This design comes from an exercise in tuning for small area, a short achievable clock period and few clock cycles on the open sky130 flow, not from production work. At most, simulation tests tie the RTL to the original design; equivalence was not proved. The RTL of run 2 was laid out without a check of its function. Power is estimated from default activity; no workload was simulated.

==> flow/design.v, too long to show whole: its modules and the start of the top module <==
// module alu_arbiter: 986 lines
module alu_arbiter #(
  parameter int MUL_LAT = 3
) (
  input  logic        clk,
  input  logic        reset,
  input  logic        i_reqA_valid,
  input  logic        i_reqB_valid,
  output logic        o_reqA_ready,
  output logic        o_reqB_ready,
  input  logic [31:0] i_reqA_op1,
  input  logic [31:0] i_reqA_op2,
  input  logic [31:0] i_reqB_op1,
  input  logic [31:0] i_reqB_op2,
  input  logic [3:0]  i_reqA_sel,
  input  logic [3:0]  i_reqB_sel,
  output logic        o_rsp_valid,
  input  logic        i_rsp_ready,
  output logic        o_rsp_id,
  output logic [31:0] o_rsp_data,
  output logic        o_rsp_zflag,
  output logic        o_busy
);
  // ...
==> flow/flow/run.sh <==
#!/bin/bash
# Standard ORFS layout, except that the port buffers are buf_1 cells (which
# the resizer may upsize) instead of the default delay-buffer cell.
set -euo pipefail
bash standard.sh synth > log_synth.txt 2>&1
bash standard.sh SETUP_SLACK_MARGIN=5.3 BUFFER_PORTS_ARGS="-buffer_cell sky130_fd_sc_hd__buf_1" finish > log_layout.txt 2>&1
==> flow/standard.sh <==
#!/bin/bash
# synth_recipe.tcl (not shown) runs the flow's synth.tcl, then flattens the netlist and writes it again
# the make line also repeats each setting of config.mk as NAME=value (left out here)
make -C /OpenROAD-flow-scripts/flow DESIGN_CONFIG=/design/flow/config.mk WORK_HOME=/design/flow/orfs CLKGATE_MAP_FILE= SYNTH_SCRIPT=/design/flow/synth_recipe.tcl "${@:-finish}"
==> flow/config.mk <==
export PLATFORM = sky130hd
export DESIGN_NAME = alu_arbiter
export DESIGN_NICKNAME = alu_arbiter
export VERILOG_FILES = /design/flow/design.v
export SDC_FILE = /design/flow/constraint.sdc
export NUM_CORES = 4
export LEC_CHECK = 0
export ABC_AREA = 1
export ABC_CLOCK_PERIOD_IN_PS = 4300
export CAP_MARGIN = 20
export CORE_MARGIN = 2
export CORE_UTILIZATION = 40
export SETUP_SLACK_MARGIN = 5.0
export SLEW_MARGIN = 20
==> flow/constraint.sdc <==
create_clock -name core_clock -period 9.5 [get_ports {clk}]
set_input_delay 1.9000 -clock core_clock [delete_from_list [all_inputs] [get_ports {clk}]]
set_output_delay 1.9000 -clock core_clock [all_outputs]
set_load 0.01 [all_outputs]
==> flow_summary.toml, run 1 <==
[outcome]
run_status = "timing/DRC/antenna clean"

[timing]
fmax_mhz = 219
timing.final.ws_setup_ns = 4.94
clock-skew-final_ns = 0.0187
setup_violations = 0

[routing]
dr.first_iter.drc_count = 2095
routed-wl-met3_um = 7880
drt-met1-wl_um = 32000
antenna_left = 0
drc = 0

[setup_path]
crit_required_ns = 7.60
setup.worst_path.end = "o_rsp_data[20]"
crit_path_start = "r1_1"
critical-path-slowest-cell = "sky130_fd_sc_hd__edfxtp_1"

[placement]
postPlaceCellArea_um2 = 24300
place_hpwl_um = 56700

[cts]
cts_bufs_inserted = 17

[logic_synthesis]
synthesized_netlist_cell_count = 2685
synth_top_family_by_area = "adder cells"
post_synth_edffs = 181
synth_compound_area_frac = 0.138
synth_simple_gate_area_share = 0.122
ys_top_cells_by_area = "sky130_fd_sc_hd__edfxtp_1 24%, sky130_fd_sc_hd__fa_1 17%, sky130_fd_sc_hd__xor2_1 11%"
post_synth_xor_area_fraction = 0.117

[cells_and_area]
n_fill_cell = 5282
syn2layout_area_growth_pct = 21.8
nNonClkBuffers = 377
fraction_of_area_in_multi_input_gates = 0.575

[pwr]
post-layout-total-power_mw = 11.9
power.combinational.total_mw = 9.32
static-leakage-power_nw = 12.7

[hold_path]
hold_path.class = "flop to flop"

[floorplanning]
die_w_um = 244

[global_route]
grt_most_used_layer = "met2"
global_route.overflow_total = 0
Testbench counts, summed over its fixed seeds: cycles 2,416.
==> run 2: changes to the inputs <==
--- a/flow/design.v
+++ b/flow/design.v
@@ -16,40 +16,50 @@
   output logic        o_rsp_valid,
   input  logic        i_rsp_ready,
   output logic        o_rsp_id,
   output logic [31:0] o_rsp_data,
   output logic        o_rsp_zflag,
   output logic        o_busy
 );
   logic        last_b;       
-  logic        grant_b, stall, accept;
+  logic        cap_b, cap_v, other_v, stall, acc_ok, accept;
   logic [31:0] a, b;
   logic [3:0]  sel;
   logic        is_mul, is_add, is_sub, is_and, is_or, is_slt;
   logic [31:0] ax, ay;
   logic [15:0] d_one, d_two, d_neg;
   logic        v1, id1;      
   logic [31:0] ma;           
   logic [31:0] ay1;          
   logic        cin1;         
   logic [15:0] bo, bt, bn;   
   logic        v2, id2;      
   logic        cin2;
-  assign grant_b      = i_reqB_valid & (~i_reqA_valid | ~last_b);
+  assign other_v = id1 ? i_reqA_valid : i_reqB_valid;
+  always_comb begin
+    if (v1) begin
+      cap_v = other_v;
+      cap_b = ~id1;
+    end else begin
+      cap_v = i_reqA_valid | i_reqB_valid;
+      cap_b = i_reqB_valid & (~i_reqA_valid | ~last_b);
+    end
+  end
   assign stall        = v2 & ~i_rsp_ready;
-  assign o_reqA_ready = ~reset & ~stall & i_reqA_valid & ~grant_b;
-  assign o_reqB_ready = ~reset & ~stall & grant_b;
+  assign acc_ok       = v1 & ~stall & ~reset & ~(other_v & (last_b == id1));
+  assign o_reqA_ready = acc_ok & ~id1 & i_reqA_valid;
+  assign o_reqB_ready = acc_ok & id1 & i_reqB_valid;
   assign accept       = o_reqA_ready | o_reqB_ready;
   assign o_rsp_valid  = v2;
   assign o_rsp_id     = id2;
-  assign o_busy       = v1 | v2;
-  assign a   = grant_b ? i_reqB_op1 : i_reqA_op1;
-  assign b   = grant_b ? i_reqB_op2 : i_reqA_op2;
-  assign sel = grant_b ? i_reqB_sel : i_reqA_sel;
+  assign o_busy       = v2;
+  assign a   = cap_b ? i_reqB_op1 : i_reqA_op1;
+  assign b   = cap_b ? i_reqB_op2 : i_reqA_op2;
+  assign sel = cap_b ? i_reqB_sel : i_reqA_sel;
   assign is_and = (sel == 4'b0000);
   assign is_or  = (sel == 4'b0001);
   assign is_add = (sel == 4'b0010);
   assign is_mul = (sel == 4'b0011);
   assign is_sub = (sel == 4'b0110);
   assign is_slt = (sel == 4'b0111);
   assign ax = ({32{is_add | is_sub | is_mul}} & a) | ({32{is_and}} & (a & b)) |
               ({32{is_or}} & (a | b)) | {31'b0, is_slt & (a < b)};
@@ -66,32 +76,30 @@
     end
     d_one[0] = ~is_mul | (b[0]);
   end
   always_ff @(posedge clk or posedge reset) begin
     if (reset) begin
       last_b <= 1'b1;
       v1     <= 1'b0;
       v2     <= 1'b0;
-    end else if (!stall) begin
-      if (accept) last_b <= grant_b;
-      v1 <= accept;
-      v2 <= v1;
+    end else begin
+      v1 <= cap_v;
+      if (accept) last_b <= id1;
+      if (!stall) v2 <= accept;
     end
   end
   always_ff @(posedge clk) begin
-    if (!stall) begin
-      id1  <= grant_b;
-      ma   <= ax;
-      ay1  <= ay;
-      cin1 <= is_sub;
-      bo   <= d_one;
-      bt   <= d_two;
-      bn   <= d_neg;
-    end
+    id1  <= cap_b;
+    ma   <= ax;
+    ay1  <= ay;
+    cin1 <= is_sub;
+    bo   <= d_one;
+    bt   <= d_two;
+    bn   <= d_neg;
   end
   wire pp0_0 = (bo[0] & ma[0]) ^ bn[0];
   wire pp0_1 = ((bo[0] & ma[1]) | (bt[0] & ma[0])) ^ bn[0];
   wire pp0_2 = ((bo[0] & ma[2]) | (bt[0] & ma[1])) ^ bn[0];
   wire pp0_3 = ((bo[0] & ma[3]) | (bt[0] & ma[2])) ^ bn[0];
   wire pp0_4 = ((bo[0] & ma[4]) | (bt[0] & ma[3])) ^ bn[0];
   wire pp0_5 = ((bo[0] & ma[5]) | (bt[0] & ma[4])) ^ bn[0];
   wire pp0_6 = ((bo[0] & ma[6]) | (bt[0] & ma[5])) ^ bn[0];
==> flow/flow/run.sh (replaced) <==
#!/bin/bash
# Standard ORFS layout, except that the port buffers are buf_1 cells (which
# the resizer may upsize) instead of the default delay-buffer cell.
set -euo pipefail
bash standard.sh synth > log_synth.txt 2>&1
bash standard.sh BUFFER_PORTS_ARGS="-buffer_cell sky130_fd_sc_hd__buf_1" finish > log_layout.txt 2>&1
==> flow/config.mk (replaced) <==
export PLATFORM = sky130hd
export DESIGN_NAME = alu_arbiter
export DESIGN_NICKNAME = alu_arbiter
export VERILOG_FILES = /design/flow/design.v
export SDC_FILE = /design/flow/constraint.sdc
export NUM_CORES = 4
export LEC_CHECK = 0
export ABC_AREA = 1
export ABC_CLOCK_PERIOD_IN_PS = 4500
export CAP_MARGIN = 20
export CORE_MARGIN = 2
export CORE_UTILIZATION = 40
export SETUP_SLACK_MARGIN = 5.0
export SLEW_MARGIN = 20
==> run 2 against run 1 <==
- still clean on timing, DRC and antenna
- die area shrank 3.8%
- flip-flop and latch count did not move
- sequential power fell by 17%
- clock power down 4.9%
- critical path depth is 6 lower
- via count is 5.1% lower
- register-to-register slack got worse by 0.09 ns
- combinational power fell by 25%
- global-route usage shrank 0.53 points
- core utilization shrank 3.3 points
- final cell count shrank 2.6%
- synthesized area decreased by 3.8%
- critical path type is now input port to primary output
- critical endpoint is now o_reqB_ready
==> flow_summary.toml, run 2 <==
[cts]
clkSlewWorstSetupHoldPaths_ns = 0.08
htree_levels = 4
postCtsHoldBufs = 0
cts_bufs_inserted = 17
clockRootBuffer = "sky130_fd_sc_hd__clkbuf_16"
max-clock-path-buffers = 2
cts_tree = "done"
worst_skew_pair.late_latency_ns = 0.46
clock_sink_count = 184

[timing]
setup_tns_ns = 0
clock-skew-final_ns = 0.0168
minimum_clock_period_after_layout_ns = 4.63
final-hold-violation-count = 0
timing.max_slew.rel_slack = 0.332
grt_setup_unrepaired = "true"
slew_viol_final = 0
timing.final.ws_setup_ns = 4.87
timing.final.crit_share = 0.487
setup_violations = 0
fin_hold_ws_ns = 0.404
tightestPinTransition_ns = 1.00
fmax_mhz = 216

[logic_synthesis]
synth.avg_cell_area_um2 = 8.17
synthesized_netlist_cell_count = 2714
mappedNetlistNets = 3236
yosys_most_used_dff = "sky130_fd_sc_hd__dfxtp_1"
ys_top_cells_by_area = "sky130_fd_sc_hd__fa_1 18%, sky130_fd_sc_hd__xor2_1 12%, sky130_fd_sc_hd__ha_1 10%"
yosys-top-cells-count = "505 x sky130_fd_sc_hd__inv_1, 305 x sky130_fd_sc_hd__nand2_1, 299 x sky130_fd_sc_hd__xor2_1"
post_synth_edffs = 67
yosysTopAreaCell = "sky130_fd_sc_hd__fa_1"
synth_top_cell_area_share = 0.178
synth_area_um2 = 22200
synth_seq_cells = 184
postSynth.asyncResetShare = 0.0163
synth.lib_cells_used.distinct = 54
ys.warnings.count = 1
most_common_cell_in_the_netlist = "sky130_fd_sc_hd__inv_1"
synth-seq-area-share = 0.197

[routing]
drc = 0
num_vias = 19587
antenna_left = 0
dr.first_iter.drc_count = 1817
drt_wl_total_um = 77000
drt_pre_antenna_iters = 8
viasPerCell = 5.39
route.detailed.wl_per_inst_um = 21.2

[pwr]
static-leakage-power_nw = 11.9
post-layout-total-power_mw = 9.22
irDropWorstVdd_uv = 327
pwr_dens_nw_per_um2 = 363

[placement]
postPlaceCellArea_um2 = 23400
detailedPlace.worstSlack_ns = 3.73
io_buffer_count = 178
place_hpwl_um = 55700
gp_routability_congestion = 0.952

[setup_path]
critical_path_start_end_classification = "input port to primary output"
critical-path-slowest-cell = "sky130_fd_sc_hd__nor3_2"
crit_required_ns = 7.60
critPathLaunchType = "input port"
worstPathArrival_ns = 2.73
timing.critical_path.mode_cell = "sky130_fd_sc_hd__buf_4"
crit_family = "buffers and inverters"
critical_path.n_buffers_inverters = 6
critical_path.cell_chain = "buf_6 -> inv_2 -> buf_4 -> buf_4 -> buf_4 -> nor3_2 -> buf_2"
setup.worst_path.end_class = "primary output"
critical-path-max-stage-delay_ns = 0.18
worstPathMaxFanout = 3

[global_route]
grt_most_used_layer = "met2"
global_route.overflow_total = 0
grt_antenna_before_repair = 2
groute.layer.met1.usage = 0.344
grt_start_max_net_pins = 79
grt_use_total = 0.267
globalRouteMet3Util = 0.0585
global_route_wire_length_before_repair_um = 116000
grt_pass1_vias = 19857
met2_usage = 0.426

[cells_and_area]
reg_top3 = "ay1 (32), ma (32)"
final_cell_area_um2 = 25400
design.final.nets = 3392
commonest_cells_after_routing_fill_and_taps_aside = "486 x sky130_fd_sc_hd__inv_1, 298 x sky130_fd_sc_hd__xor2_1, 296 x sky130_fd_sc_hd__nand2_1"
layout_commonest_cell = "sky130_fd_sc_hd__inv_1"
drive_gt1_frac = 0.143
syn2layout_area_growth_pct = 14.7

[floorplanning]
die_w_um = 239
die-height_um = 239
fp_rows = 86
die_area_um2 = 57300
io_pins = 179
initial_utilization = 0.403
core_area_um2 = 55000

[flow_run]
maxCapViolCount = 0

[hold_path]
hold_path.class = "flop to flop"

[outcome]
run_status = "timing/DRC/antenna clean"
-- run 2: power by group --
part | internal (mW) | leakage [nW] | total (mW) | switching (mW)
logic | 2.53 | 9.89 | 6.96 | 4.44
clock network | 0.359 | 0.291 | 0.713 | 0.354
registers | 1.32 | 1.73 | 1.55 | 0.230
-- run 2: metrics by stage --
stage / instances / utilization
final: 3632 / 0.462
after global placement: 3529 / 0.426
after global routing: 3631 / 0.462
after CTS: 3589 / 0.447
after detailed placement: 3529 / 0.426
after floorplan: 2714 / -
-- run 2: kinds of logic (layout without fill, tap and decap cells) --
logic type | Yosys count | after routing | share of synthesized area
xor gates and xnor gates | 320 | 320 | 0.126
other | 0 | 1 | 0
adders and majority gates | 381 | 381 | 0.282
AOI/OAI and AO/OA | 516 | 518 | 0.150
DFF | 184 | 184 | 0.197
and+or+nand+nor | 608 | 608 | 0.121
buffers and inverters | 705 | 872 | 0.124
-- run 2: path summary, 6_finish.rpt --
check                                   from      endpoint  slack, ns  depth (start not counted)
min in group asynchronous              reset            v1       1.28                          2
worst max-delay path            i_reqB_valid  o_reqB_ready       4.87                          7
worst min-delay path                    cin1          cin2       0.40                          0
max in group asynchronous              reset        last_b       7.99                          2
worst min register to register          cin1          cin2       0.40                          0
worst max register to register         bo[8]         r28_0       5.09                         12
-- run 2: cell type report --
class | instances | area [µm²]
Multi-Input combinational cell | 1827 | 15600
Tap cell | 748 | 936
Timing Repair inverter | 3 | 18.8
Sequential cell | 184 | 4390
Timing Repair Buffer | 281 | 1690
Inverter | 556 | 2180
Fill cell | 5394 | 29600
Clock inverter | 14 | 149
Clock buffer | 18 | 439
Antenna cell | 1 | 2.50
-- run 2: repair_timing --
action | in CTS | in global routing
cloned | 4 | 4
setup buffers | 24 | 38
setup endpoints to repair | 137 | 128
resized for setup | 92 | 132
pin swaps | 14 | 35
-- run 2: layer usage --
| layer | up-vias | share of wire | routed length, µm |
|---|---|---|---|
| met5 | - | 0.00014 | 11 |
| met4 | 2 | 0.048 | 3730 |
| met3 | 212 | 0.091 | 7040 |
| met2 | 1048 | 0.45 | 34400 |
| met1 | 9306 | 0.41 | 31800 |
| li1 | 9019 | - | - |

-- static timing again, ports no longer ideal --
How much do the figures lean on ideal ports? The routed layouts below were timed once more, with nothing changed but the port constraints. Step 1 sets driving cells, clkbuf_16 on the clock port and buf_2 on the other inputs (assumed; they add their load-dependent delay and slew). Step 2 times the ports against the registers' clock, not the clock port: input delays grow and output delays shrink by t, the midpoint of the rising clock arrivals with the driver on. a / b / c = ideal / step 1 / step 2; a / b = the first two.
run	t (ns)	slack for setup (ns)	latest minus earliest clock arrival (ns)
run 1	0.539	4.942 / 4.879 / 4.937	0.019 / 0.018
run 2	0.514	4.872 / 4.831 / 4.690	0.018 / 0.017
After both steps setup and hold are still met in every run listed. The setup slack of run 2, which loses most, moves by -0.041 ns with the drivers and by -0.182 ns with both steps.
